This is an optimization exercise on Yosys and OpenROAD, whose aim is small area, a short achievable clock period and few clock cycles, not a production implementation.
Only simulation tests tie the RTL to the original design; equivalence was not proved.
Power and IR drop assume default switching activity.

**flow/flow/run.sh**
```bash
#!/bin/bash
# Standard layout, with the port buffers made of the smallest buffer cell.
export BUFFER_PORTS_ARGS="-buffer_cell sky130_fd_sc_hd__buf_1"
bash standard.sh > standard.log 2>&1
```
**flow/standard.sh**
```bash
#!/bin/bash
# synth_recipe.tcl (not shown) runs the flow's synth.tcl, then flattens the netlist and writes it again
# the make line also repeats each setting of config.mk as NAME=value (left out here)
make -C /OpenROAD-flow-scripts/flow DESIGN_CONFIG=/design/flow/config.mk WORK_HOME=/design/flow/orfs CLKGATE_MAP_FILE= SYNTH_SCRIPT=/design/flow/synth_recipe.tcl "${@:-finish}"
```
**flow/config.mk**
```make
export PLATFORM = sky130hd
export DESIGN_NAME = read_bmap_row
export DESIGN_NICKNAME = read_bmap_row
export VERILOG_FILES = /design/flow/design.v
export SDC_FILE = /design/flow/constraint.sdc
export NUM_CORES = 4
export LEC_CHECK = 0
export CAP_MARGIN = 20
export CORE_MARGIN = 2
export CORE_UTILIZATION = 58
export CTS_BUF_LIST = sky130_fd_sc_hd__clkbuf_8
export CTS_CLUSTER_DIAMETER = 60
export CTS_CLUSTER_SIZE = 16
export SETUP_SLACK_MARGIN = 4.5
export SLEW_MARGIN = 20
```
**flow/constraint.sdc**
```tcl
create_clock -name core_clock -period 8.0 [get_ports {aclk}]
set_input_delay 1.6000 -clock core_clock [delete_from_list [all_inputs] [get_ports {aclk}]]
set_output_delay 1.6000 -clock core_clock [all_outputs]
set_load 0.01 [all_outputs]
```
**flow/design.v**
```verilog
module read_bmap_row #(
    parameter int DATA_WIDTH  = 32,
    parameter int ADDR_WIDTH  = 32,
    parameter int PIXEL_WIDTH = 16,
    parameter int PIPE_LEN    = 7     
) (
    input  logic                   aclk,
    input  logic                   areset,
    input  logic                   req,
    input  logic [ADDR_WIDTH-1:0]  fb_base_in,
    input  logic [31:0]            wmod_in,
    input  logic [31:0]            xcur_in,
    input  logic [31:0]            ycur_in,
    input  logic [31:0]            hdx_in,
    input  logic [31:0]            hdy_in,
    input  logic [31:0]            cnt_in,
    output logic                   mem_req,
    output logic                   mem_we,
    output logic [ADDR_WIDTH-1:0]  mem_addr,
    output logic [DATA_WIDTH-1:0]  mem_wdata,
    input  logic [DATA_WIDTH-1:0]  mem_rdata,
    input  logic                   mem_resp,
    output logic [PIXEL_WIDTH-1:0] pixel,
    output logic                   pix_valid,
    input  logic                   pix_ready,
    output logic                   pix_last,
    output logic                   busy,
    output logic                   done
);
    localparam int AW = $clog2(PIPE_LEN);
    localparam int RN = PIPE_LEN - 1;        
    localparam int RW = $clog2(RN);
    logic        r_init;    
    logic        r_mac;     
    logic        r_slow;    
    logic        r_run;     
    logic        r_zero;    
    logic        r_drain;   
    logic        r_busy;
    logic        r_done;
    logic        r_mem_req;
    logic [31:0] r_x;       
    logic [31:0] r_y;       
    logic [31:0] r_hdx;
    logic [31:0] r_hdy;
    logic [31:0] r_w;       
    logic [31:0] r_p;       
    logic [31:0] r_r;       
    logic [31:0] r_cnt;     
    logic        r_last;    
    logic [16:0] r_m;       
    logic        r_mp;      
    logic        r_dp, r_dm;          
    logic        r_fast;              
    logic        r_fc, r_fco;         
    logic [31:0] r_opx;
    logic        r_inv;
    logic [PIXEL_WIDTH-1:0] r_od;     
    logic                   r_ov;     
    logic                   r_ol;     
    logic [PIXEL_WIDTH-1:0] r_dat [RN];
    logic [RW:0]            r_rp;     
    logic [RW:0]            r_hp;     
    logic [(1<<AW)-1:0]     r_up;
    logic [AW:0]            r_wp;     
    logic [AW:0]            r_rc;     
    logic [AW:0]            r_occ;    
    logic                   r_full;   
    function automatic logic [32:0] pfx_add32(input logic [31:0] a, input logic [31:0] b,
                                              input logic cin);
        logic [31:0] p, g, gg, pp, ng, np;
        p  = a ^ b;
        g  = a & b;
        gg = {g[31:1], g[0] | (p[0] & cin)};
        pp = p;
        for (int d = 1; d < 32; d = d * 2) begin
            ng = gg;
            np = pp;
            for (int i = d; i < 32; i++) begin
                ng[i] = gg[i] | (pp[i] & gg[i-d]);
                np[i] = pp[i] & pp[i-d];
            end
            gg = ng;
            pp = np;
        end
        pfx_add32 = {gg[31], p ^ {gg[30:0], cin}};
    endfunction
    logic [32:0] w_ysum;
    logic        w_c, w_co;
    logic        w_hz, w_hm, w_hp1;
    logic        w_dz, w_dp, w_dm;
    logic [16:0] w_yfs;
    logic        w_yones, w_yzero;
    assign w_ysum  = pfx_add32(r_y, r_hdy, 1'b0);
    assign w_co    = w_ysum[32];
    assign w_yfs   = {1'b0, r_y[15:0]} + {1'b0, r_hdy[15:0]};
    assign w_c     = w_yfs[16];
    assign w_hz    = (r_hdy[31:16] == 16'h0000);
    assign w_hm    = (r_hdy[31:16] == 16'hFFFF);
    assign w_hp1   = (r_hdy[31:16] == 16'h0001);
    assign w_yones = (r_y[31:16] == 16'hFFFF);
    assign w_yzero = (r_y[31:16] == 16'h0000);
    assign w_dz    = (w_hz && !w_c) || (w_hm && w_c);
    assign w_dp    = (w_hz && w_c && !w_yones) || (w_hp1 && !w_c && !w_yones);
    assign w_dm    = w_hm && !w_c && !w_yzero;
    logic w_issue, w_pop, w_mlast, w_mul_any, w_plast;
    assign w_issue   = r_run && (!r_full || w_pop);
    assign w_pop     = r_ov && pix_ready;
    assign w_plast   = r_ol;
    assign w_mul_any = r_init || r_mac || r_slow;
    assign w_mlast   = (r_m[16:1] == 16'h0000) || (r_m[16:1] == 16'hFFFF);
    logic [31:0] w_mul;
    logic [31:0] w_pnext;
    assign w_mul   = r_mac ? r_r : r_w;
    logic [32:0] w_psum;
    assign w_psum  = pfx_add32(r_p, r_opx, r_inv);
    assign w_pnext = w_psum[31:0];
    logic [2:0] w_dig;
    logic       w_dig_r, w_dig_on;
    logic       w_ndp, w_ndm;
    assign w_ndp = (r_init || w_issue) ? w_dp : r_dp;
    assign w_ndm = (r_init || w_issue) ? w_dm : r_dm;
    always_comb begin
        w_dig_on = 1'b1;
        w_dig_r  = 1'b0;
        w_dig    = 3'b000;
        if (!r_busy) begin
            w_dig = {ycur_in[17:16], 1'b0};
        end else if (w_mul_any && !w_mlast) begin
            w_dig   = r_m[3:1];
            w_dig_r = 1'b1;
        end else if (w_issue && !r_last && !r_fast) begin
            w_dig = {r_hdy[17:16], r_fc};
        end else begin
            w_dig_on = 1'b0;
        end
    end
    logic [31:0] w_byte;
    logic [32:0] w_bsum, w_xsum;
    assign w_bsum = pfx_add32(r_p, {15'd0, r_x[31:16], 1'b0}, 1'b0);
    assign w_byte = w_bsum[31:0];
    assign w_xsum = pfx_add32(r_x, r_hdx, 1'b0);
    function automatic logic [RW:0] rinc(input logic [RW:0] p);
        rinc = (p[RW-1:0] == RW'(RN - 1)) ? {~p[RW], {RW{1'b0}}} : p + 1'b1;
    endfunction
    logic [PIXEL_WIDTH-1:0] w_half;
    logic w_rempty, w_resp_o, w_resp_ring, w_ring_o, w_ov_n, w_drain_n, w_ol_n;
    logic [RW:0] w_rp_n, w_hp_n;
    logic [AW:0] w_wp_n, w_rc_n, w_occ_n;
    assign w_half      = r_up[r_rc[AW-1:0]] ? mem_rdata[31:16] : mem_rdata[15:0];
    assign w_rempty    = (r_rp == r_hp);
    assign w_resp_o    = mem_resp && w_rempty && (!r_ov || w_pop);
    assign w_resp_ring = mem_resp && !w_resp_o;
    assign w_ring_o    = w_pop && !w_rempty;
    assign w_ov_n      = (r_ov && !w_pop) || w_ring_o || w_resp_o;
    assign w_rp_n      = w_resp_ring ? rinc(r_rp) : r_rp;
    assign w_hp_n      = w_ring_o ? rinc(r_hp) : r_hp;
    assign w_wp_n      = r_wp + {{AW{1'b0}}, w_issue};
    assign w_rc_n      = r_rc + {{AW{1'b0}}, mem_resp};
    assign w_occ_n     = r_occ + {{AW{1'b0}}, w_issue} - {{AW{1'b0}}, w_pop};
    assign w_drain_n   = (w_pop && r_ol) ? 1'b0 : (r_drain || (w_issue && r_last));
    assign w_ol_n      = w_ov_n && w_drain_n && (w_occ_n == (AW+1)'(1));
    always_ff @(posedge aclk) begin
        if (areset) begin
            r_init    <= 1'b0;
            r_mac     <= 1'b0;
            r_slow    <= 1'b0;
            r_run     <= 1'b0;
            r_zero    <= 1'b0;
            r_drain   <= 1'b0;
            r_ov      <= 1'b0;
            r_ol      <= 1'b0;
            r_rc      <= '0;
            r_occ     <= '0;
            r_busy    <= 1'b0;
            r_done    <= 1'b0;
            r_mem_req <= 1'b0;
            r_wp      <= '0;
            r_rp      <= '0;
            r_hp      <= '0;
            r_full    <= 1'b0;
        end else begin
            r_mem_req <= w_issue;
            r_wp      <= w_wp_n;
            r_rc      <= w_rc_n;
            r_rp      <= w_rp_n;
            r_hp      <= w_hp_n;
            r_occ     <= w_occ_n;
            r_full    <= (w_occ_n == (AW+1)'(PIPE_LEN));
            r_ov      <= w_ov_n;
            r_ol      <= w_ol_n;
            r_drain   <= w_drain_n;
            r_done    <= (w_pop && w_plast) || r_zero;
            if ((w_pop && w_plast) || r_zero) r_busy <= 1'b0;
            else if (req) r_busy <= 1'b1;
            r_init <= !r_busy && req && (cnt_in != 32'd0);
            r_zero <= !r_busy && req && (cnt_in == 32'd0);
            if (w_mul_any) begin
                r_mac <= !w_mlast;
                r_run <= w_mlast;
            end
            r_slow <= w_issue && !r_last && !r_fast;
            if (w_issue && (r_last || !r_fast)) r_run <= 1'b0;
        end
    end
    always_ff @(posedge aclk) begin
        if (!r_busy) begin
            r_x    <= xcur_in;
            r_y    <= ycur_in;
            r_hdx  <= hdx_in;
            r_hdy  <= hdy_in;
            r_w    <= wmod_in;
            r_p    <= fb_base_in;
            r_cnt  <= cnt_in;
            r_last <= (cnt_in == 32'd1);
            r_m    <= {1'b0, ycur_in[31:16]};
            r_mp   <= 1'b0;
        end else begin
            if (w_mul_any) begin
                r_p  <= w_pnext;
                r_r  <= {w_mul[29:0], 2'b00};
                r_m  <= {{2{r_m[16]}}, r_m[16:2]};
                r_mp <= r_m[1];
            end
            if (r_init || w_issue) begin
                r_y    <= w_ysum[31:0];
                r_fc   <= w_c;
                r_fco  <= w_co;
                r_dp   <= w_dp;
                r_dm   <= w_dm;
                r_fast <= w_dz || w_dp || w_dm;
            end
            if (w_issue) begin
                r_x    <= w_xsum[31:0];
                r_cnt  <= r_cnt - 32'd1;
                r_last <= (r_cnt == 32'd2);
                r_r    <= {2'b00, w_byte[31:2]};
                if (r_fast) r_p <= w_pnext;
                r_m    <= {r_fco, r_hdy[31:16]};
                r_mp   <= r_fc;
            end
        end
    end
    logic        w_one, w_two, w_neg;
    logic [31:0] w_base;
    assign w_one  = w_dig_on ? (w_dig[1] ^ w_dig[0]) : (w_ndp || w_ndm);
    assign w_two  = w_dig_on && ((w_dig[2] && !w_dig[1] && !w_dig[0]) || (!w_dig[2] && w_dig[1] && w_dig[0]));
    assign w_neg  = w_dig_on ? (w_dig[2] && !(w_dig[1] && w_dig[0])) : w_ndm;
    assign w_base = !r_busy ? wmod_in : (w_dig_r ? {w_mul[29:0], 2'b00} : r_w);
    always_ff @(posedge aclk) begin
        r_opx <= (({32{w_one}} & w_base) | ({32{w_two}} & {w_base[30:0], 1'b0})) ^ {32{w_neg}};
        r_inv <= w_neg;
    end
    always_ff @(posedge aclk) begin
        if (w_issue) begin
            r_up[r_wp[AW-1:0]]  <= w_byte[1];
        end
        if (w_resp_ring) r_dat[r_rp[RW-1:0]] <= w_half;
        if (w_ring_o)    r_od <= r_dat[r_hp[RW-1:0]];
        else if (w_resp_o) r_od <= w_half;
    end
    assign mem_req   = r_mem_req;
    assign mem_addr  = {2'b00, r_r[29:0]};
    assign mem_we    = 1'b0;
    assign mem_wdata = '0;
    assign pixel     = r_od;
    assign pix_valid = r_ov;
    assign pix_last  = w_plast;
    assign busy      = r_busy;
    assign done      = r_done;
endmodule
```
==> results.toml, run 1 <==
[run_status]
status = "complete, no violations"

[placed_design]
io_buffers = 311
dpl-instance-area_um2 = 27100
placedCellCount = 3122
place_ws_ns = 3.35
gp_congestion = 0.885
hpwl_um = 43800

[min_path]
hp-class = "register to register"
hold_end = "r_p[0]"
whs_path_depth = 2
min_from = "r_p[0]"

[die]
num_rows = 76
die_h_um = 214
boundaryPins = 347
die-area_um2 = 45600
die_width_um = 214
core_area_um2 = 43300
initial_core_util_pct = 58.9

[pwr]
irDropWorstVdd_mv = 0.170
pwr-share-seq_pct = 42.3
powerDensity_nw_per_um2 = 267
pwr-share-comb_pct = 37.9
leakagePower_nw = 10.3
p_sw_share_pct = 36.0
p_int_mw = 4.85
finalPower_mw = 7.57
switchingPower_mw = 2.72
pwr-share-clk_pct = 19.8

[logic_synthesis]
synth_async_sr_flop_share_pct = 0
seq_area_frac_synth_pct = 50.5
synth-main-ff-cell = "edfxtp_1"
yosysTopAreaCell = "edfxtp_1"
yosysUniqueCellTypes = 86
ys_seq_elements = 462
ys_top_cells_by_area = "edfxtp_1 (43%), dfxtp_1 (7.8%), ha_1 (6.0%), xnor2_1 (4.5%), a21oi_1 (4.1%)"
synth_area_um2 = 25500
synth_edf_count = 363
yosys.area.top_type_share_pct = 42.8
yosysWarningCount = 1
synth_cells = 2299
avgSynthCellArea_um2 = 11.1

[sta]
worst_slew_pin_slew_ns = 1.02
setup_viol = 0
period_share_pct = 43.2
relSlewSlack_pct = 32.0
fin_worst_skew_ns = 0.0335
fin_crit_ns = 3.46
fmax_mhz = 289
setup-tns-final_ns = 0
layout_setup_ws_ns = 4.54
hold_viol_final = 0
slew_violations = 0
rsz0062_at_grt = "true"

[setup_path]
cp-start-kind = "register"
worstPathMaxFanout = 4
crit_path_frequent_cell = "a41o_1"
critPathMaxStageDelay_ns = 0.48
arrival_ns = 4.00
r2r_cells = 13
cp-startpoint = "r_opx[0]"
r2r-end = "r_p[30]"
path_class = "register to register"
reg2reg_from = "r_opx[0]"
ff2ff_setup_slack_ns = 4.54
path_cells = "fa_2, inv_1, fa_1, and2b_2, o31ai_2, a21oi_2, a41o_1, a41o_1, a21oi_4, o31ai_4, a211oi_4, or4_1, and3_1"
cp_slowest_cell = "or4_1"
worstPathRequired_ns = 8.54
critPathCaptureType = "register"

[global_routing]
grt_max_degree = 85
grt-ovfl-total = 0
grt_use_total_pct = 27.1
grt_pass1_wl_um = 96000
grt_pass1_vias = 18100
antenna_found_initial = 8

[drt]
drt_iter0_drc = 1339
wirelength_um = 62000
first_pass_iters = 5
via_per_inst = 5.83
vias = 18700
wl_per_cell_um = 19.3
postRouteAntennaNets = 0
route.detailed.drc = 0

[layout]
drive_gt1_share_pct = 10.0
design_area_um2 = 28300
final_cells = 3213
nNetsFinal = 2983
syn_to_final_growth_pct = 11.1

[clocking]
clk_pin_slew_worst_paths_ns = 0.10
cts.path.max_buffers = 3
cts-root-buf = "clkbuf_8"
clkLatencyLatePin_ns = 0.66
holdBufCountCts = 0
clock_sink_count = 462
h-tree-depth = 2
cts_buffers = 41
cts_tree = "yes"

[job]
cap_viol_max_count = 0
-- final cells by class --
type                    instances  area, µm²
diodes                          2       5.00
clock buffers                  43        592
clock inverters                33        279
fillers                      3485      14900
inverters                      46        189
multi-input cells            1700      12100
flip-flops and latches        462      12900
well taps                     585        732
repair buffers                342       1520
-- power groups by stage --
stage                     combinational, mW  sequential [mW]  clock [mW]
final                                  2.87             3.20        1.50
after global routing                   3.18             3.23        1.63
after CTS                              2.77             3.20        1.54
after detailed placement               2.70             3.25           0
after global placement                 2.64             3.25           0
after floorplan                        2.16             3.17           0
-- flip-flops by register name (all words and copies together) (netlist names), 8 cells and up, named ones only --
| register | flops |
|---|---|
| r_y | 32 |
| r_w | 32 |
| r_hdy | 32 |
| r_m | 16 |
| r_opx | 32 |
| r_r | 30 |
| r_cnt | 32 |
| r_x | 32 |
| r_p | 32 |
| r_hdx | 32 |
| r_od | 16 |
| r_up | 8 |
| r_dat | 96 |
-- cells in the mapped netlist (all sizes together) (5+ instances only) --
master / number
edfxtp: 363
nor2: 258
a21oi: 216
nand2: 149
xnor2: 131
ha: 123
mux2i: 100
dfxtp: 99
o21ai: 78
mux2: 73
buf: 65
clkbuf: 59
nor3: 52
a21o: 47
inv: 45
xor2: 42
nand3: 37
nor4: 37
o22ai: 32
a31oi: 28
nand4: 24
and3: 22
nor2b: 22
a211oi: 20
mux4: 18
o21a: 16
o21bai: 16
o31ai: 13
nand2b: 12
or3: 11
o41ai: 7
and2: 6
fa: 6
or2: 6
nand3b: 5
nor3b: 5
o211ai: 5
-- timing repair --
item	in CTS	in global routing
buffers inserted	7	5
gates cloned	1	0
resized for setup	14	24
pin swaps	6	8
endpoints found under the setup margin	47	51
-- critical path: cells and delay by family, from the launching register on --
| family | cells | cell delay [ns] |
|---|---|---|
| compound gates | 7 | 1.42 |
| fa+ha+maj | 2 | 0.63 |
| buf+inv | 1 | 0.07 |
| flops | 1 | 0.36 |
| simple gates | 3 | 0.88 |
-- cells in the final DEF, fill, tap and decap left out, drive strengths merged, types with 37 or more instances in the layout --
master	synthesis	final
dfxtp	99	99
mux2	73	73
nor2	258	258
mux2i	100	100
inv	45	64
clkbuf	59	44
a21oi	216	216
edfxtp	363	363
nor3	52	52
ha	123	123
a21o	47	47
nand2	149	149
buf	65	341
nand3	37	37
o21ai	78	78
nor4	37	37
xnor2	131	131
xor2	42	42
-- routing by layer --
metal / share of wire, % / GRT usage [%]
met3: 5.5 / 3.87
met2: 46 / 43.5
met4: 3.0 / 9.46
met5: 0.13 / 0
met1: 46 / 37.9
-- cell families (layout without fill, tap and decap cells) --
family | count (synthesis) | after routing | synth area share (%)
compound gates | 515 | 516 | 13.0
xor+xnor | 173 | 173 | 5.94
fa+ha+maj | 130 | 130 | 6.55
buf+inv | 172 | 464 | 3.38
flops | 462 | 462 | 50.5
mux | 191 | 191 | 8.74
other cells | 1 | 37 | 0.0147
simple gates | 655 | 655 | 11.9
-- stage by stage --
stage / hold WS, ns / utilization (%)
final: 0.494 / 65.5
after CTS: 0.510 / 65.1
after floorplan: 0.400 / -
after global placement: 0.466 / 62.6
after detailed placement: 0.472 / 62.7
after global routing: 0.518 / 65.5
-- how the worst max path moves through the flow --
stage,slack [ns],endpoint,cells past startpoint
after floorplan,3.97,r_r[0],7
after detailed placement,3.35,r_opx[20],14
after global routing,4.44,r_p[26],14
after global placement,3.47,r_opx[21],14
final,4.54,r_p[30],13
after CTS,4.46,busy,2
Testbench counts, summed over its fixed seeds: cycles 30,202.
==> run 2, diff against run 1 <==
--- a/flow/config.mk
+++ b/flow/config.mk
@@ -9,6 +9,6 @@
 export CORE_MARGIN = 2
-export CORE_UTILIZATION = 58
+export CORE_UTILIZATION = 65
 export CTS_BUF_LIST = sky130_fd_sc_hd__clkbuf_8
-export CTS_CLUSTER_DIAMETER = 60
-export CTS_CLUSTER_SIZE = 16
+export CTS_CLUSTER_DIAMETER = 50
+export CTS_CLUSTER_SIZE = 12
 export SETUP_SLACK_MARGIN = 4.5
==> run 2 against run 1 <==
Compared with the run above:
- clock skew decreased by 0.0069 ns
- still clean on timing, DRC and antenna
- die area shrank 11%
- sequential share of layout area decreased by 0.066 points
- sequential power is essentially flat
- routed wire length grew 0.24%
- area after synthesis stayed put
- clock power up 5%
- critical path depth shrank 12
- non-clock buffer count up 2
- combinational power hardly changed
- first-iteration DRC count grew 7.3%
==> results.toml, run 2 <==
[logic_synthesis]
synth.most_common_cell = "edfxtp_1"
ys_top_cells_by_area = "edfxtp_1 (43%), dfxtp_1 (7.8%), ha_1 (6.0%), xnor2_1 (4.5%), a21oi_1 (4.1%)"
yosysUniqueCellTypes = 86
synth_area_um2 = 25500
seq_area_frac_synth_pct = 50.5
synth-main-ff-cell = "edfxtp_1"
ys_top_cells_by_count = "edfxtp_1 (363), nor2_1 (258), a21oi_1 (209)"
yosysTopAreaCell = "edfxtp_1"
yosys.area.top_type_share_pct = 42.8
synth_cells = 2299
synth_async_sr_flop_share_pct = 0
synth_edf_count = 363
yosysWarningCount = 1
ys_seq_elements = 462
avgSynthCellArea_um2 = 11.1

[clocking]
clock_sink_count = 462
clk_pin_slew_worst_paths_ns = 0.08
h-tree-depth = 2
cts.path.max_buffers = 3
holdBufCountCts = 0
cts-root-buf = "clkbuf_8"
cts_tree = "yes"
cts_buffers = 49
clkLatencyLatePin_ns = 0.67

[pwr]
leakagePower_nw = 10.4
pwr-share-seq_pct = 41.8
powerDensity_nw_per_um2 = 270
switchingPower_mw = 2.72
p_sw_share_pct = 35.5
irDropWorstVdd_mv = 0.189
pwr-share-clk_pct = 20.7
pwr-share-comb_pct = 37.5
p_int_mw = 4.94

[setup_path]
ff2ff_setup_slack_ns = 4.65
cp-start-kind = "register"
path_class = "register to primary output"
critPathMaxStageDelay_ns = 0.90
worstPathRequired_ns = 6.40
path_cells = "buf_1"
worstPathMaxFanout = 54
r2r_cells = 13
worst-path-buf-inv = 1
path_delay_family = "flip-flops"
critPathCaptureType = "primary output"
arrival_ns = 1.79
cp_slowest_cell = "dfxtp_4"
worst-path-stages = 1

[drt]
top_layer_used = "met5"
met3_length_um = 4300
vias = 19000
postRouteAntennaNets = 0
dr_wl_met2_um = 29600
route.detailed.drc = 0
first_pass_iters = 7
drt_iter0_drc = 1437
wl_met1_um = 26500
via_per_inst = 6.00
wl_per_cell_um = 19.6
wirelength_um = 62200

[layout]
design_area_um2 = 28400
drive_gt1_share_pct = 10.1
layout_commonest_cell = "edfxtp_1"
syn_to_final_growth_pct = 11.3
final_util_pct = 73.4
nNetsFinal = 2995
largest_reg_flops = 96
final_cell_mix = "edfxtp_1 (363), buf_1 (310), nor2_1 (256)"

[die]
die_width_um = 202
num_rows = 72
die_h_um = 202
initial_core_util_pct = 66.0
boundaryPins = 347
core_area_um2 = 38600
die-area_um2 = 40800

[placed_design]
io_buffers = 311
dpl-instance-area_um2 = 27000
gp_congestion = 0.900
place_ws_ns = 3.22
hpwl_um = 43700

[run_status]
status = "complete, no violations"

[sta]
setup-tns-final_ns = 0
rsz0062_at_grt = "true"
fmax_mhz = 295
setup_viol = 0
period_share_pct = 42.4
fin_worst_skew_ns = 0.0266
hold_viol_final = 0
relSlewSlack_pct = 27.7
layout_setup_ws_ns = 4.61
worst_slew_pin_slew_ns = 1.08
slew_violations = 0
fin_crit_ns = 3.39

[global_routing]
grt_max_degree = 89
grt_use_total_pct = 29.8
grt-ovfl-total = 0
antenna_found_initial = 11
grt_pass1_vias = 18600
grt_pass1_wl_um = 97000

[min_path]
whs_path_depth = 1
hp-class = "register to register"

[job]
cap_viol_max_count = 0
==> run 2: worst paths after layout <==
check,from,endpoint
max,r_busy,busy
min,r_zero,r_busy
max reg2reg,r_p[0],r_p[30]
min reg2reg,r_zero,r_busy
==> run 2: cells by family (layout without fill, tap and decap cells) <==
kind of cell             count (synthesis)  in the layout  synth area share, %
multiplexers                           191            191                 8.74
buffers and inverters                  172            484                 3.38
AND/OR/NAND/NOR                        655            655                 11.9
AO/OA/AOI/OAI                          515            516                 13.0
flip-flops                             462            462                 50.5
other                                    1             42               0.0147
XOR/XNOR                               173            173                 5.94
adder cells (fa/ha/maj)                130            130                 6.55
==> run 2: per-layer routing <==
layer	up-vias	global-route usage, %
met2	677	49.0
met1	9072	40.6
met4	8	9.03
met3	140	5.59
met5	-	0
li1	9114	-
==> run 2: per-stage QoR <==
stage / total power [mW] / hold WS [ns] / cells
final: 7.65 / 0.428 / 3171
after global routing: 8.11 / 0.434 / 3169
after CTS: 7.56 / 0.426 / 3153
after detailed placement: 5.94 / 0.410 / 3057
after global placement: 5.86 / 0.403 / 3057
after floorplan: 5.32 / 0.400 / 2333
==> run 2: area by class of cell <==
cell class	instances	area, µm²
multi-input combinational	1700	12100
tap	518	648
sequential	462	12900
timing repair buffer	344	1490
clock buffer	52	716
antenna	7	17.5
timing repair inverter	2	17.5
inverter	46	190
clock inverter	40	280
fill	2803	10300
==> run 2: what timing repair did <==
item	in CTS	in global routing
gates cloned	1	2
setup endpoints to repair	46	59
pin swaps	5	12
endpoints found under the hold margin	0	0
buffers inserted	3	9
gates resized for setup	13	26
==> run 2: power by group through the flow <==
stage | sequential, mW | clock, mW | combinational, mW
finish | 3.20 | 1.58 | 2.87
global route | 3.23 | 1.71 | 3.18
CTS | 3.20 | 1.61 | 2.75
detailed placement | 3.24 | 0 | 2.69
global placement | 3.24 | 0 | 2.62
floorplan | 3.17 | 0 | 2.16
==> run 2: worst register-to-register path: stages, from the launching register on <==
cell and delay [ns]:
dfxtp_2 0.37, fa_2 0.25, inv_1 0.07, fa_2 0.33, and2b_2 0.24, o31ai_2 0.07
a21oi_2 0.18, a41o_1 0.23, a41o_1 0.28, a21oi_4 0.11, o31ai_4 0.37, a211oi_4 0.13
or4_1 0.48, and3_1 0.15
==> run 3, diff against run 2 <==
--- a/flow/config.mk
+++ b/flow/config.mk
@@ -12,3 +12,3 @@
 export CTS_CLUSTER_DIAMETER = 50
-export CTS_CLUSTER_SIZE = 12
+export CTS_CLUSTER_SIZE = 20
 export SETUP_SLACK_MARGIN = 4.5
==> run 3 against run 2 <==
Compared with the run above:
- non-clock buffer count shrank 2
- maximum frequency down 0.21%
- final area is 0.17% higher
- final cell count shrank 0.38%
- clock power is 8% higher
- routed wire length down 0.56%
==> results.toml, run 3 <==
[layout]
drive_gt1_share_pct = 10.5
largest_reg_flops = 96
nFillCells = 2793
syn_to_final_growth_pct = 11.5
regArea_um2 = 12900
multiInputGateArea_um2 = 12100
final_cell_mix = "edfxtp_1 (363), buf_1 (310), nor2_1 (256)"
layout_commonest_cell = "edfxtp_1"
final_util_pct = 73.5
nNetsFinal = 2988

[logic_synthesis]
ys_seq_elements = 462
synth.most_common_cell = "edfxtp_1"
ys_top_cells_by_count = "edfxtp_1 (363), nor2_1 (258), a21oi_1 (209)"
synth_async_sr_flop_share_pct = 0
synth_cells = 2299
yosysTopAreaCell = "edfxtp_1"
synth-compound-area-share_pct = 13.0
yosys.area.top_type_share_pct = 42.8
synth_area_um2 = 25500
synth_edf_count = 363
yosysUniqueCellTypes = 86
yosys.area_share.simple_pct = 11.9
ys_top_cells_by_area = "edfxtp_1 (43%), dfxtp_1 (7.8%), ha_1 (6.0%), xnor2_1 (4.5%), a21oi_1 (4.1%)"
avgSynthCellArea_um2 = 11.1
synth-main-ff-cell = "edfxtp_1"
synth_fa_ha_area_share_pct = 6.55
yosysWarningCount = 1
seq_area_frac_synth_pct = 50.5
synth_xor_area_share_pct = 5.94
synthMuxAreaShare_pct = 8.74
synth_top_family_by_area = "compound AO/OA/AOI/OAI gates"

[die]
core_area_um2 = 38600
initial_core_util_pct = 66.0
num_rows = 72
die-area_um2 = 40800
die_width_um = 202
die_h_um = 202
boundaryPins = 347

[global_routing]
grt_pass1_vias = 18500
grt-ovfl-total = 0
grt_pass1_wl_um = 97000
grt_use_total_pct = 29.8
antenna_found_initial = 11
grt_max_degree = 89

[sta]
hold_viol_final = 0
period_share_pct = 42.5
hold_ws_ns = 0.427
worst_slew_pin_slew_ns = 1.06
fin_worst_skew_ns = 0.0488
fin_crit_ns = 3.40
slew_violations = 0
fmax_mhz = 294
relSlewSlack_pct = 28.9
setup-tns-final_ns = 0
setup_viol = 0
rsz0062_at_grt = "false"

[setup_path]
path_class = "register to primary output"
worstPathMaxFanout = 54
cp_slowest_cell = "dfxtp_4"
r2r_cells = 12
critPathCaptureType = "primary output"
cp-start-kind = "register"
path_delay_family = "flip-flops"
arrival_ns = 1.80
worst-path-buf-inv = 1
worstPathRequired_ns = 6.40
critPathMaxStageDelay_ns = 0.92
path_cells = "buf_1"
worst-path-stages = 1

[pwr]
irDropWorstVdd_mv = 0.227
powerDensity_nw_per_um2 = 273
leakagePower_nw = 10.3

[min_path]
hp-class = "register to register"
whs_path_depth = 1

[job]
cap_viol_max_count = 0

[drt]
wirelength_um = 61800
via_per_inst = 5.99
postRouteAntennaNets = 0
route.detailed.drc = 0
wl_per_cell_um = 19.6
vias = 18900
first_pass_iters = 5
drt_iter0_drc = 1465

[clocking]
cts_tree = "yes"
cts.path.max_buffers = 3
clkLatencyLatePin_ns = 0.66
holdBufCountCts = 0
cts_buffers = 44
clock_sink_count = 462
cts-root-buf = "clkbuf_8"
clk_pin_slew_worst_paths_ns = 0.11
h-tree-depth = 2

[placed_design]
gp_congestion = 0.900
hpwl_um = 43700
io_buffers = 311

[run_status]
status = "complete, no violations"
-- run 3: cell types whose count changed in the layout (fill, tap and decap cells not counted), moves of 2 or more --
cell and change:
buf_12 -2, bufinv_16 +2, clkbuf_8 -5, clkinv_2 -3, clkinv_4 +2, clkinv_8 +3, clkinvlp_4 +5, inv_1 -22
inv_6 +5, inv_8 +2
-- run 3: power breakdown --
part           internal, mW  total [mW]  switching (mW)  leakage [nW]
logic                  1.24        2.86            1.62          5.47
clock network         0.766        1.70           0.935         0.535
registers              2.97        3.20           0.227          4.34
total                  4.98        7.76            2.79          10.3
-- run 3: stage by stage --
step	setup slack, ns	total power [mW]	std cells	area (µm²)
4_1_cts	4.52	7.68	3145	28200
2_1_floorplan	3.97	5.32	2333	25700
3_5_place_dp	3.22	5.94	3057	27000
5_1_grt	4.49	8.21	3157	28400
6_report	4.60	7.76	3159	28400
3_3_place_gp	3.45	5.86	3057	27000
-- run 3: timing repair --
action / CTS / global route
endpoints found under the setup margin: 44 / 58
gates cloned: 1 / 2
pin swaps: 5 / 7
gates resized for setup: 15 / 23
setup buffers: 5 / 5
-- run 3: logic make-up after synthesis --
group	after synthesis
DFF	462
other	1
buffers and inverters	172
adders and majority gates	130
muxes	191
and+or+nand+nor	655
xor gates and xnor gates	173
AOI/OAI and AO/OA	515
-- run 3: path summary, 6_finish.rpt --
kind	startpoint	slack, ns	to
min reg2reg	r_zero	0.43	r_busy
min	r_zero	0.43	r_busy
max reg2reg	r_y[0]	4.64	r_y[30]
max	r_busy	4.60	busy
-- run 3: final cells by class --
cell class / instances / share of cell area, %
flip-flops and latches: 462 / 45.4
multi-input cells: 1700 / 42.7
repair buffers: 342 / 5.10
well taps: 518 / 2.28
clock buffers: 47 / 2.28
clock inverters: 35 / 1.52
inverters: 46 / 0.669
repair inverters: 2 / 0.0616
diodes: 7 / 0.0616
-- run 3: routing by layer --
layer	global-route usage [%]	vias up	wire [µm]
li1	-	9087	-
met1	40.5	9048	26400
met2	49.0	653	29300
met3	4.82	123	4260
met4	10.3	6	1780
met5	0	-	43
==> run 4, diff against run 3 <==
--- a/flow/config.mk
+++ b/flow/config.mk
@@ -11,4 +11,5 @@
 export CTS_BUF_LIST = sky130_fd_sc_hd__clkbuf_8
-export CTS_CLUSTER_DIAMETER = 50
-export CTS_CLUSTER_SIZE = 20
+export CTS_CLUSTER_DIAMETER = 60
+export CTS_CLUSTER_SIZE = 16
+export GPL_ROUTABILITY_DRIVEN = 0
 export SETUP_SLACK_MARGIN = 4.5
==> run 4 against run 3 <==
Compared with the run above:
- combinational power about the same
- routed wire length decreased by 1.5%
- clock-buffer cell count decreased by 4
- synthesized cell count unchanged
- final cell count decreased by 0.38%
- global-route usage decreased by 0.19 points
- worst setup slack got worse by 0.082 ns
- maximum frequency decreased by 2.4%
- non-clock buffer count increased by 5
- critical endpoint is now r_opx[12]
==> results.toml, run 4 <==
[clocking]
clock_sink_count = 462
cts.path.max_buffers = 3
cts_buffers = 40
clkLatencyLatePin_ns = 0.66
holdBufCountCts = 0
cts_tree = "yes"
h-tree-depth = 2
clk_pin_slew_worst_paths_ns = 0.11
cts-root-buf = "clkbuf_8"

[sta]
rsz0062_at_grt = "true"
layout_setup_ws_ns = 4.52
relSlewSlack_pct = 31.4
hold_ws_ns = 0.426
slew_violations = 0
fin_crit_ns = 3.48
fin_worst_skew_ns = 0.0437
period_share_pct = 43.5
worst_slew_pin_slew_ns = 1.03
setup-tns-final_ns = 0
setup_viol = 0
hold_viol_final = 0
fmax_mhz = 287

[setup_path]
path_class = "input pin to register"
r2r-end = "r_p[30]"
worstPathMaxFanout = 51
cp-startpoint = "pix_ready"
worstPathRequired_ns = 8.54
reg2reg_from = "r_p[0]"
cp_slowest_cell = "ha_1"
path_cells = "clkbuf_2, nand2_4, nand2_1, and2_4, buf_12, inv_12, nor3_4, nand2_1, o21ai_1, nand2_1, inv_1, ha_1, o22ai_4, buf_12, o22ai_1, xnor2_1"
cp-start-kind = "input pin"
ff2ff_setup_slack_ns = 4.64
critPathMaxStageDelay_ns = 0.30
r2r_cells = 13
critPathCaptureType = "register"
crit_end = "r_opx[12]"
arrival_ns = 4.02
crit_path_frequent_cell = "nand2_1"

[die]
boundaryPins = 347
die_h_um = 202
initial_core_util_pct = 66.0
num_rows = 72
die_width_um = 202
die-area_um2 = 40800
core_area_um2 = 38600

[global_routing]
antenna_found_initial = 5
grt_max_degree = 86
grt-ovfl-total = 0
grt_use_total_pct = 29.6
grt_pass1_wl_um = 96600
grt_pass1_vias = 18800

[job]
cap_viol_max_count = 0

[layout]
drive_gt1_share_pct = 10.0
regArea_um2 = 12900
final_cells = 3147
final_util_pct = 73.1
largest_reg_flops = 96
nFillCells = 2796
multiInputGateArea_um2 = 12100
design_area_um2 = 28300
nNetsFinal = 2987
layout_commonest_cell = "edfxtp_1"
final_cell_mix = "edfxtp_1 (363), buf_1 (310), nor2_1 (257)"
n_antenna_cell = 0
syn_to_final_growth_pct = 10.9

[logic_synthesis]
synth-main-ff-cell = "edfxtp_1"
yosysUniqueCellTypes = 86
seq_area_frac_synth_pct = 50.5
synth_cells = 2299
synthMuxAreaShare_pct = 8.74
synth_xor_area_share_pct = 5.94
yosysTopAreaCell = "edfxtp_1"
yosys.area_share.simple_pct = 11.9
synth_fa_ha_area_share_pct = 6.55
ys_top_cells_by_area = "edfxtp_1 (43%), dfxtp_1 (7.8%), ha_1 (6.0%), xnor2_1 (4.5%), a21oi_1 (4.1%)"
ys_top_cells_by_count = "edfxtp_1 (363), nor2_1 (258), a21oi_1 (209)"
synth_top_family_by_area = "compound AO/OA/AOI/OAI gates"
ys_seq_elements = 462
yosysWarningCount = 1
synth_edf_count = 363
avgSynthCellArea_um2 = 11.1
synth.most_common_cell = "edfxtp_1"
synth-compound-area-share_pct = 13.0
synth_async_sr_flop_share_pct = 0
yosys.area.top_type_share_pct = 42.8
synth_area_um2 = 25500

[run_status]
status = "complete, no violations"

[drt]
wl_per_cell_um = 19.4
postRouteAntennaNets = 0
route.detailed.drc = 0
via_per_inst = 5.98
first_pass_iters = 5
wirelength_um = 60900
drt_iter0_drc = 1294
vias = 18800

[placed_design]
io_buffers = 311
dpl-instance-area_um2 = 27000
placedCellCount = 3057
hpwl_um = 43000
place_ws_ns = 2.57

[min_path]
hp-class = "register to register"

[pwr]
powerDensity_nw_per_um2 = 267
finalPower_mw = 7.55
irDropWorstVdd_mv = 0.220
leakagePower_nw = 10.3
## run 4: repair_timing
| item | CTS | global route |
|---|---|---|
| cloned | 2 | 1 |
| pin swaps | 3 | 10 |
| buffers inserted | 3 | 9 |
| endpoints found under the setup margin | 142 | 63 |
| gates resized for setup | 14 | 20 |
## run 4: worst min path at each step
| stage | startpoint | endpoint | cells past startpoint |
|---|---|---|---|
| 2_1_floorplan | r_zero | r_busy | 1 |
| 3_3_place_gp | r_zero | r_busy | 1 |
| 3_5_place_dp | r_zero | r_busy | 1 |
| 4_1_cts | r_zero | r_busy | 1 |
| 5_1_grt | r_zero | r_busy | 1 |
| 6_report | r_zero | r_busy | 1 |
## run 4: logic make-up after synthesis
kind of cell             after synthesis
adder cells (fa/ha/maj)              130
buffers and inverters                172
XOR/XNOR                             173
multiplexers                         191
AND/OR/NAND/NOR                      655
AO/OA/AOI/OAI                        515
other                                  1
flip-flops                           462
## run 4: critical path, delay by kind of cell
family	cells	cell delay, ns
compound gates	3	0.53
xor+xnor	1	0.16
fa+ha+maj	1	0.30
buf+inv	5	0.64
simple gates	6	0.73
## run 4: metal layers
metal	routed length (µm)	GRT usage (%)	part of all wire, %	vias to the layer above
li1	-	-	-	9076
met1	26200	40.0	43	8967
met2	28800	48.8	47	639
met3	4160	5.59	6.8	129
met4	1710	9.27	2.8	10
met5	67	0	0.11	-
## run 4: power by group
part,internal [mW],switching [mW],total [mW]
registers,2.97,0.218,3.19
clock network,0.656,0.850,1.51
logic,1.25,1.61,2.86
total,4.88,2.67,7.55
## run 4: cell type report
class	instances	share of cell area, %
flip-flops and latches	462	45.6
multi-input cells	1700	42.8
well taps	518	2.29
clock inverters	31	1.05
repair buffers	347	5.52
inverters	46	0.686
clock buffers	43	2.09
==> run 5, diff against run 4 <==
--- a/flow/config.mk
+++ b/flow/config.mk
@@ -7,2 +7,3 @@
 export LEC_CHECK = 0
+export ABC_AREA = 1
 export CAP_MARGIN = 20
@@ -13,3 +14,2 @@
 export CTS_CLUSTER_SIZE = 16
-export GPL_ROUTABILITY_DRIVEN = 0
 export SETUP_SLACK_MARGIN = 4.5
==> run 5 against run 4 <==
Compared with the run above:
- still clean on timing, DRC and antenna
- area after synthesis grew 7.8%
- clock skew up 0.010 ns
- sequential power hardly changed
- clock power fell by 3%
- final cell count is 33% higher
- combinational power fell by 12%
- synthesized cell count is 45% higher
- critical endpoint is now r_opx[15]
==> results.toml, run 5 <==
[clocking]
h-tree-depth = 2
cts_tree = "yes"
cts_buffers = 40
holdBufCountCts = 0
clk_pin_slew_worst_paths_ns = 0.10
cts-root-buf = "clkbuf_8"
clkLatencyLatePin_ns = 0.68
cts_setup_buffers = 0
clock_sink_count = 462
cts.path.max_buffers = 3

[sta]
layout_setup_ws_ns = 4.64
fin_worst_skew_ns = 0.0540
setup-tns-final_ns = 0
setup_viol = 0
period_share_pct = 42.0
slew_violations = 0
hold_viol_final = 0
relSlewSlack_pct = 29.6
rsz0062_at_grt = "false"
fin_crit_ns = 3.36
fmax_mhz = 297
worst_slew_pin_slew_ns = 1.05

[setup_path]
crit_path_frequent_cell = "nand2_1"
critPathCaptureType = "register"
r2r_cells = 13
arrival_ns = 3.93
cp-start-kind = "input pin"
worstPathRequired_ns = 8.56
worstPathMaxFanout = 33
cp_slowest_cell = "buf_8"
path_cells = "buf_1, nand2_1, nand2_1, nand2_4, buf_12, nor2_2, nand2_2, clkinv_1, nand2_1, nand2_1, nand3_1, and2_4, inv_1, ha_1, o21ai_2, buf_8, inv_4, nand2_1, nand2_1"
path_class = "input pin to register"
critPathMaxStageDelay_ns = 0.25

[pwr]
powerDensity_nw_per_um2 = 240
pwr-share-seq_pct = 44.4
leakagePower_nw = 12.5
p_sw_share_pct = 38.6
irDropWorstVdd_mv = 0.181
switchingPower_mw = 2.77
pwr-share-clk_pct = 20.4
pwr-share-comb_pct = 35.2
p_int_mw = 4.40

[drt]
via_per_inst = 5.88
dr_wl_met2_um = 33100
wl_met1_um = 32600
vias = 24600
first_pass_iters = 7
wirelength_um = 75800
met3_length_um = 8220
wl_per_cell_um = 18.1
drt_iter0_drc = 2591
route.detailed.drc = 0
postRouteAntennaNets = 0
top_layer_used = "met5"

[die]
die_h_um = 210
initial_core_util_pct = 65.7
core_area_um2 = 41900
die_width_um = 210
die-area_um2 = 43900
num_rows = 75
boundaryPins = 347

[global_routing]
grt-ovfl-total = 0
grt_pass1_wl_um = 117000
antenna_found_initial = 10
grt_pass1_vias = 22600
grt_use_total_pct = 33.5
grt_max_degree = 129

[run_status]
status = "complete, no violations"

[logic_synthesis]
synth_cells = 3337
avgSynthCellArea_um2 = 8.24
seq_area_frac_synth_pct = 46.9
yosysWarningCount = 1
synth_edf_count = 363
yosys.area.top_type_share_pct = 39.7
yosysTopAreaCell = "edfxtp_1"
ys_top_cells_by_area = "edfxtp_1 (40%), nand2_1 (11%), dfxtp_1 (7.2%), ha_1 (5.6%), nor2_1 (5.5%)"
synth_async_sr_flop_share_pct = 0
ys_seq_elements = 462
synth-main-ff-cell = "edfxtp_1"
synth.most_common_cell = "nand2_1"
synth_area_um2 = 27500
ys_top_cells_by_count = "nand2_1 (808), nor2_1 (404), edfxtp_1 (363)"
yosysUniqueCellTypes = 58

[layout]
final_cells = 4180
final_cell_mix = "nand2_1 (806), nor2_1 (403), edfxtp_1 (363)"
largest_reg_flops = 96
syn_to_final_growth_pct = 8.66
final_util_pct = 71.3
nFillCells = 3360
drive_gt1_share_pct = 5.20
design_area_um2 = 29900
layout_commonest_cell = "nand2_1"
nNetsFinal = 3995

[min_path]
whs_path_depth = 2
hp-class = "register to register"

[placed_design]
hpwl_um = 55900
place_ws_ns = 3.13
gp_congestion = 0.970
io_buffers = 311
placedCellCount = 4100
dpl-instance-area_um2 = 28900

[job]
cap_viol_max_count = 0
-- run 5: layout make-up --
cell class | count | area (µm²) | area share, %
inverters | 292 | 1110 | 3.72
clock buffers | 44 | 606 | 2.03
flip-flops and latches | 462 | 12900 | 43.2
well taps | 539 | 674 | 2.26
diodes | 5 | 12.5 | 0.0419
multi-input cells | 2478 | 13000 | 43.4
repair buffers | 331 | 1380 | 4.62
clock inverters | 29 | 229 | 0.767
-- run 5: cell families (layout without fill, tap and decap cells) --
group	Yosys count	in the layout	share of synthesized area (%)
xor gates and xnor gates	82	82	2.61
muxes	3	3	0.109
adders and majority gates	129	129	6.04
AOI/OAI and AO/OA	629	629	12.6
other	1	40	0.0136
DFF	462	462	46.9
buffers and inverters	431	696	6.76
and+or+nand+nor	1600	1600	25.0
-- run 5: final timing paths --
check / startpoint / end / slack, ns
setup reg to reg: r_mac / r_opx[0] / 4.80
hold / removal: r_zero / r_done / 0.46
hold reg to reg: r_zero / r_done / 0.46
setup / recovery: pix_ready / r_opx[15] / 4.64
-- run 5: repair_timing --
item                                    in CTS  in global routing
resized for setup                            6                 10
cloned                                       0                  2
endpoints found under the setup margin      34                 36
-- run 5: worst max-delay path, delay by kind of cell --
family / cells / cell delay [ns]
and+or+nand+nor: 11 / 1.08
buffers and inverters: 6 / 0.84
adders and majority gates: 1 / 0.21
AOI/OAI and AO/OA: 1 / 0.17
-- run 5: power by group through the flow --
stage	combinational, mW	sequential (mW)	clock [mW]
6_report	2.52	3.18	1.46
3_5_place_dp	2.44	3.22	0
4_1_cts	2.46	3.17	1.47
3_3_place_gp	2.37	3.21	0
5_1_grt	2.82	3.20	1.55
2_1_floorplan	1.84	3.12	0
-- run 5: layer usage --
metal / vias up / global-route usage, %
li1: 11800 / -
met1: 11300 / 48.6
met2: 1268 / 51.7
met3: 136 / 7.05
met4: 10 / 8.09
met5: - / 0
-- run 5: per-stage QoR --
step / hold slack, ns / total power, mW
2_1_floorplan: 0.428 / 4.97
3_3_place_gp: 0.447 / 5.59
3_5_place_dp: 0.459 / 5.66
5_1_grt: 0.488 / 7.57
6_report: 0.464 / 7.16
4_1_cts: 0.466 / 7.10
==> run 6, diff against run 5 <==
--- a/flow/config.mk
+++ b/flow/config.mk
@@ -7,3 +7,2 @@
 export LEC_CHECK = 0
-export ABC_AREA = 1
 export CAP_MARGIN = 20
==> run 6 against run 5 <==
Compared with the run above:
- still clean on timing, DRC and antenna
- highest routed layer unchanged
- die area down 7.1%
- sequential power about the same
- area after synthesis down 7.2%
- non-clock buffer count up 15
- clock skew about the same
- via count down 23%
- routed wire length down 19%
- register-to-register slack worse by 0.17 ns
==> results.toml, run 6 <==
[logic_synthesis]
ys_top_cells_by_count = "edfxtp_1 (363), nor2_1 (258), a21oi_1 (209)"
ys_top_cells_by_area = "edfxtp_1 (43%), dfxtp_1 (7.8%), ha_1 (6.0%), xnor2_1 (4.5%), a21oi_1 (4.1%)"
synth-main-ff-cell = "edfxtp_1"
synthMuxAreaShare_pct = 8.74
yosysWarningCount = 1
seq_area_frac_synth_pct = 50.5
yosys.area_share.simple_pct = 11.9
yosysTopAreaCell = "edfxtp_1"
synth_cells = 2299
synth_top_family_by_area = "compound AO/OA/AOI/OAI gates"
synth_async_sr_flop_share_pct = 0
yosys.area.top_type_share_pct = 42.8
synth_area_um2 = 25500
avgSynthCellArea_um2 = 11.1
synth-compound-area-share_pct = 13.0
synth_edf_count = 363
synth_fa_ha_area_share_pct = 6.55
ys_seq_elements = 462
yosysUniqueCellTypes = 86
synth.most_common_cell = "edfxtp_1"
synth_xor_area_share_pct = 5.94

[clocking]
clock_sink_count = 462
cts-root-buf = "clkbuf_8"
clkLatencyLatePin_ns = 0.66
holdBufCountCts = 0
cts_tree = "yes"
cts_buffers = 38
h-tree-depth = 2
clk_pin_slew_worst_paths_ns = 0.10
cts.path.max_buffers = 3

[placed_design]
placedCellCount = 3057
io_buffers = 311
dpl-instance-area_um2 = 27000
gp_congestion = 0.900
hpwl_um = 43700

[die]
die_width_um = 202
die_h_um = 202
initial_core_util_pct = 66.0
boundaryPins = 347
num_rows = 72
die-area_um2 = 40800
core_area_um2 = 38600

[sta]
rsz0062_at_grt = "false"
relSlewSlack_pct = 30.0
setup_viol = 0
fin_crit_ns = 3.38
hold_viol_final = 0
fmax_mhz = 296
worst_slew_pin_slew_ns = 1.05
period_share_pct = 42.2
setup-tns-final_ns = 0
slew_violations = 0
fin_worst_skew_ns = 0.0539

[layout]
syn_to_final_growth_pct = 10.3
layout_commonest_cell = "edfxtp_1"
largest_reg_flops = 96
drive_gt1_share_pct = 9.67
final_cell_mix = "edfxtp_1 (363), buf_1 (310), nor2_1 (256)"
design_area_um2 = 28100
final_cells = 3151
nNetsFinal = 2986

[drt]
wirelength_um = 61700
wl_per_cell_um = 19.6
via_per_inst = 5.99
first_pass_iters = 5
postRouteAntennaNets = 0
drt_iter0_drc = 1439
route.detailed.drc = 0
vias = 18900

[min_path]
hp-class = "register to register"

[setup_path]
critPathMaxStageDelay_ns = 0.91
worstPathMaxFanout = 54
worstPathRequired_ns = 6.40
cp_slowest_cell = "dfxtp_4"
arrival_ns = 1.78
path_class = "register to primary output"
critPathCaptureType = "primary output"
cp-start-kind = "register"
path_delay_family = "flip-flops"
worst-path-buf-inv = 1
path_cells = "buf_1"

[pwr]
irDropWorstVdd_mv = 0.211
leakagePower_nw = 10.3
finalPower_mw = 7.41
powerDensity_nw_per_um2 = 263

[global_routing]
antenna_found_initial = 11
grt_max_degree = 89
grt_pass1_vias = 18500
grt_use_total_pct = 29.7
grt_pass1_wl_um = 96400
grt-ovfl-total = 0

[run_status]
status = "complete, no violations"

[job]
cap_viol_max_count = 0
run 6: cell families after synthesis:
kind of cell,Yosys count
mux,191
compound gates,515
other cells,1
xor+xnor,173
buf+inv,172
fa+ha+maj,130
flops,462
simple gates,655
run 6: metrics by stage:
| stage | setup slack, ns | util (%) | hold slack [ns] |
|---|---|---|---|
| after floorplan | 3.97 | - | 0.400 |
| after global placement | 3.45 | 69.9 | 0.403 |
| after detailed placement | 3.22 | 69.9 | 0.410 |
| after CTS | 4.51 | 72.1 | 0.433 |
| after global routing | 4.41 | 72.7 | 0.455 |
| final | 4.62 | 72.8 | 0.433 |
run 6: report_power, final:
part,internal [mW],switching (mW),total (mW)
clock,0.505,0.832,1.34
combinational,1.25,1.62,2.87
sequential,2.97,0.227,3.20
run 6: layout make-up:
cell class / instances / area (µm²)
inverters: 46 / 190
fillers: 2848 / 10500
diodes: 7 / 17.5
repair buffers: 346 / 1490
multi-input cells: 1700 / 12100
clock inverters: 32 / 210
repair inverters: 2 / 17.5
flip-flops and latches: 462 / 12900
well taps: 518 / 648
clock buffers: 38 / 523
run 6: repair_timing:
action | in CTS | in global routing
resized for setup | 13 | 27
gates cloned | 1 | 2
buffers inserted | 6 | 8
endpoints found under the setup margin | 43 | 57
pin swaps | 5 | 11
run 6: metal layers:
metal	track usage (%)	part of all wire, %	routed length [µm]
met1	40.5	43	26400
met3	4.82	6.6	4050
met4	9.82	2.8	1710
met5	0	0.097	60
met2	49.0	48	29500
run 6: path summary, 6_finish.rpt:
kind	from	to	slack, ns	depth (start not counted)
worst max-delay path	r_busy	busy	4.62	1
worst min-delay path	r_zero	r_busy	0.43	1
worst max register to register	r_y[0]	r_y[30]	4.63	12
worst min register to register	r_zero	r_busy	0.43	1
==> run 7, diff against run 6 <==
--- a/flow/config.mk
+++ b/flow/config.mk
@@ -7,3 +7,3 @@
 export LEC_CHECK = 0
-export CAP_MARGIN = 20
+export CAP_MARGIN = 5
 export CORE_MARGIN = 2
@@ -14,2 +14,2 @@
 export SETUP_SLACK_MARGIN = 4.5
-export SLEW_MARGIN = 20
+export SLEW_MARGIN = 5
==> run 7 against run 6 <==
Compared with the run above:
- sequential power barely moved
- power barely moved
- worst setup slack got worse by 0.0069 ns
- core utilization barely moved
- maximum frequency fell by 0.20%
- combinational power barely moved
==> results.toml, run 7 <==
[clocking]
clock_sink_count = 462
h-tree-depth = 2
clkLatencyLatePin_ns = 0.66
clk_pin_slew_worst_paths_ns = 0.10
holdBufCountCts = 0
cts-root-buf = "clkbuf_8"
cts_buffers = 38
cts_tree = "yes"
cts.path.max_buffers = 3

[layout]
layout_commonest_cell = "edfxtp_1"
syn_to_final_growth_pct = 10.3
regArea_um2 = 12900
drive_gt1_share_pct = 9.67
nNetsFinal = 2986
nFillCells = 2850
multiInputGateArea_um2 = 12100
design_area_um2 = 28100
final_cells = 3152
largest_reg_flops = 96
final_cell_mix = "edfxtp_1 (363), buf_1 (310), nor2_1 (256)"

[min_path]
hp-class = "register to register"

[die]
die-area_um2 = 40800
num_rows = 72
core_area_um2 = 38600
die_width_um = 202
boundaryPins = 347
die_h_um = 202
initial_core_util_pct = 66.0

[job]
cap_viol_max_count = 0

[logic_synthesis]
ys_top_cells_by_count = "edfxtp_1 (363), nor2_1 (258), a21oi_1 (209)"
yosys.area.top_type_share_pct = 42.8
avgSynthCellArea_um2 = 11.1
ys_seq_elements = 462
yosysWarningCount = 1
synth_area_um2 = 25500
synth_edf_count = 363
seq_area_frac_synth_pct = 50.5
synth.most_common_cell = "edfxtp_1"
ys_top_cells_by_area = "edfxtp_1 (43%), dfxtp_1 (7.8%), ha_1 (6.0%), xnor2_1 (4.5%), a21oi_1 (4.1%)"
yosysUniqueCellTypes = 86
synth-main-ff-cell = "edfxtp_1"
yosysTopAreaCell = "edfxtp_1"
synth_cells = 2299
synth_async_sr_flop_share_pct = 0

[sta]
hold_viol_final = 0
relSlewSlack_pct = 22.1
setup-tns-final_ns = 0
period_share_pct = 42.3
worst_slew_pin_slew_ns = 1.15
hold_ws_ns = 0.429
fin_crit_ns = 3.39
slew_violations = 0
fin_worst_skew_ns = 0.0560
fmax_mhz = 295
setup_viol = 0
rsz0062_at_grt = "false"

[global_routing]
grt_max_degree = 89
grt_pass1_vias = 18500
antenna_found_initial = 11
grt-ovfl-total = 0
grt_pass1_wl_um = 96400
grt_use_total_pct = 29.7

[setup_path]
cp-start-kind = "register"
critPathMaxStageDelay_ns = 0.91
path_cells = "buf_1"
worst-path-buf-inv = 1
arrival_ns = 1.79
critPathCaptureType = "primary output"
worstPathRequired_ns = 6.40
path_delay_family = "flip-flops"
cp_slowest_cell = "dfxtp_4"
path_class = "register to primary output"
worstPathMaxFanout = 54

[drt]
postRouteAntennaNets = 0
wl_per_cell_um = 19.6
route.detailed.drc = 0
via_per_inst = 5.98
vias = 18800
drt_iter0_drc = 1464
first_pass_iters = 5
wirelength_um = 61700

[pwr]
leakagePower_nw = 10.3
powerDensity_nw_per_um2 = 264
irDropWorstVdd_mv = 0.211

[run_status]
status = "complete, no violations"

[placed_design]
io_buffers = 311
placedCellCount = 3057
hpwl_um = 43700
gp_congestion = 0.900
dpl-instance-area_um2 = 27000
run 7: cell counts after synthesis:
Identical to the previous run, type by type.
run 7: final cells by class:
class                      instances  area share [%]
clock buffer                      38            1.86
tap                              518            2.31
multi-input combinational       1700            43.1
antenna                            8          0.0712
timing repair buffer             346            5.29
inverter                          46           0.677
sequential                       462            45.9
clock inverter                    32           0.748
timing repair inverter             2          0.0623
run 7: what timing repair did:
item	in CTS	in global routing
hold endpoints to repair	0	0
endpoints found under the setup margin	43	57
resized for setup	13	27
cloned	1	2
pin swaps	5	11
buffers inserted	6	8
run 7: stage by stage:
stage          utilization, %  setup WS [ns]  total power [mW]
3_5_place_dp             69.9           3.22              5.94
5_1_grt                  72.7           4.41              7.85
4_1_cts                  72.1           4.51              7.31
6_report                 72.7           4.61              7.41
2_1_floorplan               -           3.97              5.32
3_3_place_gp             69.9           3.45              5.86
run 7: final timing paths:
kind	start	end	slack, ns	cells past startpoint
max	r_busy	busy	4.61	1
min	r_zero	r_busy	0.43	1
max reg2reg	r_y[0]	r_y[30]	4.63	12
min reg2reg	r_zero	r_busy	0.43	1
run 7: routing by layer:
layer	vias up	part of all wire (%)	track usage, %
met5	-	0.097	0
li1	9066	-	-
met4	8	2.7	9.82
met3	108	6.7	4.82
met2	612	48	49.0
met1	9050	43	40.5
run 7: where the power goes:
| group | switching [mW] | total [mW] | internal (mW) | leakage [nW] |
|---|---|---|---|---|
| clock | 0.832 | 1.34 | 0.505 | 0.449 |
| sequential | 0.226 | 3.20 | 2.97 | 4.34 |
| combinational | 1.62 | 2.87 | 1.25 | 5.49 |
run 7: logic make-up after synthesis:
| kind of cell | after synthesis | share of synthesized area, % |
|---|---|---|
| adder cells (fa/ha/maj) | 130 | 6.55 |
| buffers and inverters | 172 | 3.38 |
| other | 1 | 0.0147 |
| AND/OR/NAND/NOR | 655 | 11.9 |
| XOR/XNOR | 173 | 5.94 |
| flip-flops | 462 | 50.5 |
| AO/OA/AOI/OAI | 515 | 13.0 |
| multiplexers | 191 | 8.74 |
==> run 8, diff against run 7 <==
==> flow/flow/run.sh (replaced) <==
#!/bin/bash
# Standard layout, with the port buffers made of the smallest buffer cell and the
# timing repair free to resize cells across footprints.
export BUFFER_PORTS_ARGS="-buffer_cell sky130_fd_sc_hd__buf_1"
bash standard.sh MATCH_CELL_FOOTPRINT=0 finish > standard.log 2>&1
--- a/flow/config.mk
+++ b/flow/config.mk
@@ -7,3 +7,3 @@
 export LEC_CHECK = 0
-export CAP_MARGIN = 5
+export CAP_MARGIN = 20
 export CORE_MARGIN = 2
@@ -14,2 +14,2 @@
 export SETUP_SLACK_MARGIN = 4.5
-export SLEW_MARGIN = 5
+export SLEW_MARGIN = 20
==> run 8 against run 7 <==
Compared with the run above:
- die area is the same
- non-clock buffer count is the same
- synthesized cell count is the same
==> results.toml, run 8 <==
[global_routing]
grt_pass1_vias = 18500
grt_max_degree = 89
grt-ovfl-total = 0
grt_pass1_wl_um = 96400
grt_use_total_pct = 29.7
use_met3_pct = 4.82
busiest_layer = "met2"
antenna_found_initial = 11
grt_use_met2_pct = 49.0
grt_use_met1_pct = 40.5

[die]
die_width_um = 202
die-area_um2 = 40800
boundaryPins = 347
initial_core_util_pct = 66.0
num_rows = 72
core_area_um2 = 38600
die_h_um = 202

[drt]
first_pass_iters = 5
wl_per_cell_um = 19.6
vias = 18900
drt_iter0_drc = 1439
postRouteAntennaNets = 0
route.detailed.drc = 0
wirelength_um = 61700
via_per_inst = 5.99

[logic_synthesis]
yosysWarningCount = 1
synth_area_um2 = 25500
synth_top_family_by_area = "compound AO/OA/AOI/OAI gates"
synth-main-ff-cell = "edfxtp_1"
ys_top_cells_by_count = "edfxtp_1 (363), nor2_1 (258), a21oi_1 (209)"
ys_seq_elements = 462
yosysUniqueCellTypes = 86
yosysTopAreaCell = "edfxtp_1"
seq_area_frac_synth_pct = 50.5
synth_xor_area_share_pct = 5.94
synth.most_common_cell = "edfxtp_1"
avgSynthCellArea_um2 = 11.1
synth-compound-area-share_pct = 13.0
synth_fa_ha_area_share_pct = 6.55
synth_edf_count = 363
synth_async_sr_flop_share_pct = 0
yosys.area.top_type_share_pct = 42.8
synthMuxAreaShare_pct = 8.74
ys_top_cells_by_area = "edfxtp_1 (43%), dfxtp_1 (7.8%), ha_1 (6.0%), xnor2_1 (4.5%), a21oi_1 (4.1%)"
synth_cells = 2299
yosys.area_share.simple_pct = 11.9

[setup_path]
worst-path-buf-inv = 1
path_cells = "buf_1"
path_delay_family = "flip-flops"
worstPathMaxFanout = 54
cp_slowest_cell = "dfxtp_4"
ff2ff_setup_slack_ns = 4.63
worstPathRequired_ns = 6.40
critPathCaptureType = "primary output"
cp-start-kind = "register"
arrival_ns = 1.78
critPathMaxStageDelay_ns = 0.91
path_class = "register to primary output"

[run_status]
status = "complete, no violations"

[layout]
syn_to_final_growth_pct = 10.3
largest_reg_flops = 96
final_cell_mix = "edfxtp_1 (363), buf_1 (310), nor2_1 (256)"
layout_commonest_cell = "edfxtp_1"
design_area_um2 = 28100
drive_gt1_share_pct = 9.67
nFillCells = 2848
nNetsFinal = 2986

[sta]
fmax_mhz = 296
setup_viol = 0
setup-tns-final_ns = 0
slew_violations = 0
period_share_pct = 42.2
fin_crit_ns = 3.38
hold_viol_final = 0
worst_slew_pin_slew_ns = 1.05
rsz0062_at_grt = "false"
fin_worst_skew_ns = 0.0539
relSlewSlack_pct = 30.0

[placed_design]
gp_congestion = 0.900
dpl-instance-area_um2 = 27000
io_buffers = 311
hpwl_um = 43700

[pwr]
powerDensity_nw_per_um2 = 263
leakagePower_nw = 10.3
irDropWorstVdd_mv = 0.211

[min_path]
hp-class = "register to register"

[clocking]
cts_tree = "yes"
clk_pin_slew_worst_paths_ns = 0.10
cts-root-buf = "clkbuf_8"
h-tree-depth = 2
cts.path.max_buffers = 3
holdBufCountCts = 0
clock_sink_count = 462
cts_buffers = 38
clkLatencyLatePin_ns = 0.66

[job]
cap_viol_max_count = 0
==> run 8: through the flow <==
stage	worst slack [ns]	util (%)	cells	hold slack [ns]	power, mW
floorplan	3.97	-	2333	0.400	5.32
finish	4.62	72.8	3151	0.433	7.41
global route	4.41	72.7	3149	0.455	7.86
CTS	4.51	72.1	3134	0.433	7.31
detailed placement	3.22	69.9	3057	0.410	5.94
global placement	3.45	69.9	3057	0.403	5.86
==> run 8: routing by layer <==
layer | up-vias | share of wire, %
met4 | 8 | 2.8
met2 | 599 | 48
met3 | 116 | 6.6
met5 | - | 0.097
met1 | 9086 | 43
li1 | 9066 | -
==> run 8: timing repair <==
action / in CTS / in global routing
gates resized for setup: 14 / 27
cloned: 1 / 2
setup endpoints to repair: 43 / 57
setup buffers: 6 / 8
pin swaps: 5 / 11
hold endpoints to repair: 0 / 0
==> run 8: layout make-up <==
type / count / area [µm²] / area share (%)
multi-input cells: 1700 / 12100 / 43.1
inverters: 46 / 190 / 0.676
clock buffers: 38 / 523 / 1.86
flip-flops and latches: 462 / 12900 / 45.9
repair buffers: 346 / 1490 / 5.29
repair inverters: 2 / 17.5 / 0.0623
diodes: 7 / 17.5 / 0.0623
well taps: 518 / 648 / 2.31
clock inverters: 32 / 210 / 0.748
==> run 8: worst paths after layout <==
| kind | startpoint | endpoint | cells past startpoint |
|---|---|---|---|
| setup / recovery | r_busy | busy | 1 |
| hold / removal | r_zero | r_busy | 1 |
| setup reg to reg | r_y[0] | r_y[30] | 12 |
| hold reg to reg | r_zero | r_busy | 1 |
==> run 8: logic make-up (layout without fill, tap and decap cells) <==
logic type / count (synthesis) / count (layout)
AND/OR/NAND/NOR: 655 / 655
AO/OA/AOI/OAI: 515 / 516
flip-flops: 462 / 462
multiplexers: 191 / 191
XOR/XNOR: 173 / 173
buffers and inverters: 172 / 464
adder cells (fa/ha/maj): 130 / 130
other: 1 / 42
==> run 8: where the power goes <==
group          leakage (nW)  switching (mW)  total (mW)  internal [mW]
Combinational          5.49            1.62        2.87           1.25
Clock                 0.449           0.832        1.34          0.505
Sequential             4.34           0.227        3.20           2.97
Total                  10.3            2.68        7.41           4.73

-- afterwards: timing with drivers on the ports --
In the flow no input, the clock included, has a driving cell. The finished layouts below were timed again as built, in two steps.
Step 1 (the two cells are an assumption about what drives the block):
set clk [get_ports {aclk}]
set_driving_cell -lib_cell sky130_fd_sc_hd__clkbuf_16 $clk
set_driving_cell -lib_cell sky130_fd_sc_hd__buf_2 [delete_from_list [all_inputs] $clk]
Step 2 adds t to the input delays and takes it off the output delays; t is the mean of the earliest and latest rising clock arrival at the registers after step 1. Input paths then give back, and output paths get back, about the clock's delay inside the block.
a / b / c = ideal / step 1 / step 2; a / b = the first two.
run	t (ns)	slack for setup (ns)	hold slack, ns	slew at the worst register clock pin (ns)	worst slew at a driven data input, ns
run 1	0.695	4.542 / 4.542 / 4.040	0.494 / 0.494 / 0.494	0.11 / 0.11	0.09
run 2	0.710	4.610 / 4.556 / 3.936	0.428 / 0.428 / 0.428	0.09 / 0.09	0.09
run 3	0.684	4.603 / 4.551 / 3.934	0.427 / 0.427 / 0.427	0.12 / 0.12	0.09
run 4	0.696	4.521 / 4.534 / 3.838	0.426 / 0.426 / 0.426	0.11 / 0.11	0.10
run 5	0.706	4.638 / 4.607 / 3.963	0.464 / 0.464 / 0.464	0.11 / 0.11	0.10
run 6	0.688	4.621 / 4.568 / 3.951	0.433 / 0.433 / 0.433	0.11 / 0.11	0.10
run 7	0.689	4.614 / 4.561 / 3.953	0.429 / 0.429 / 0.429	0.11 / 0.11	0.10
run 8	0.688	4.621 / 4.568 / 3.951	0.433 / 0.433 / 0.433	0.11 / 0.11	0.10
After both steps every run listed still meets setup and hold. For run 4, which loses most, drivers alone change the setup slack by +0.013 ns; drivers and shift together by -0.683 ns.
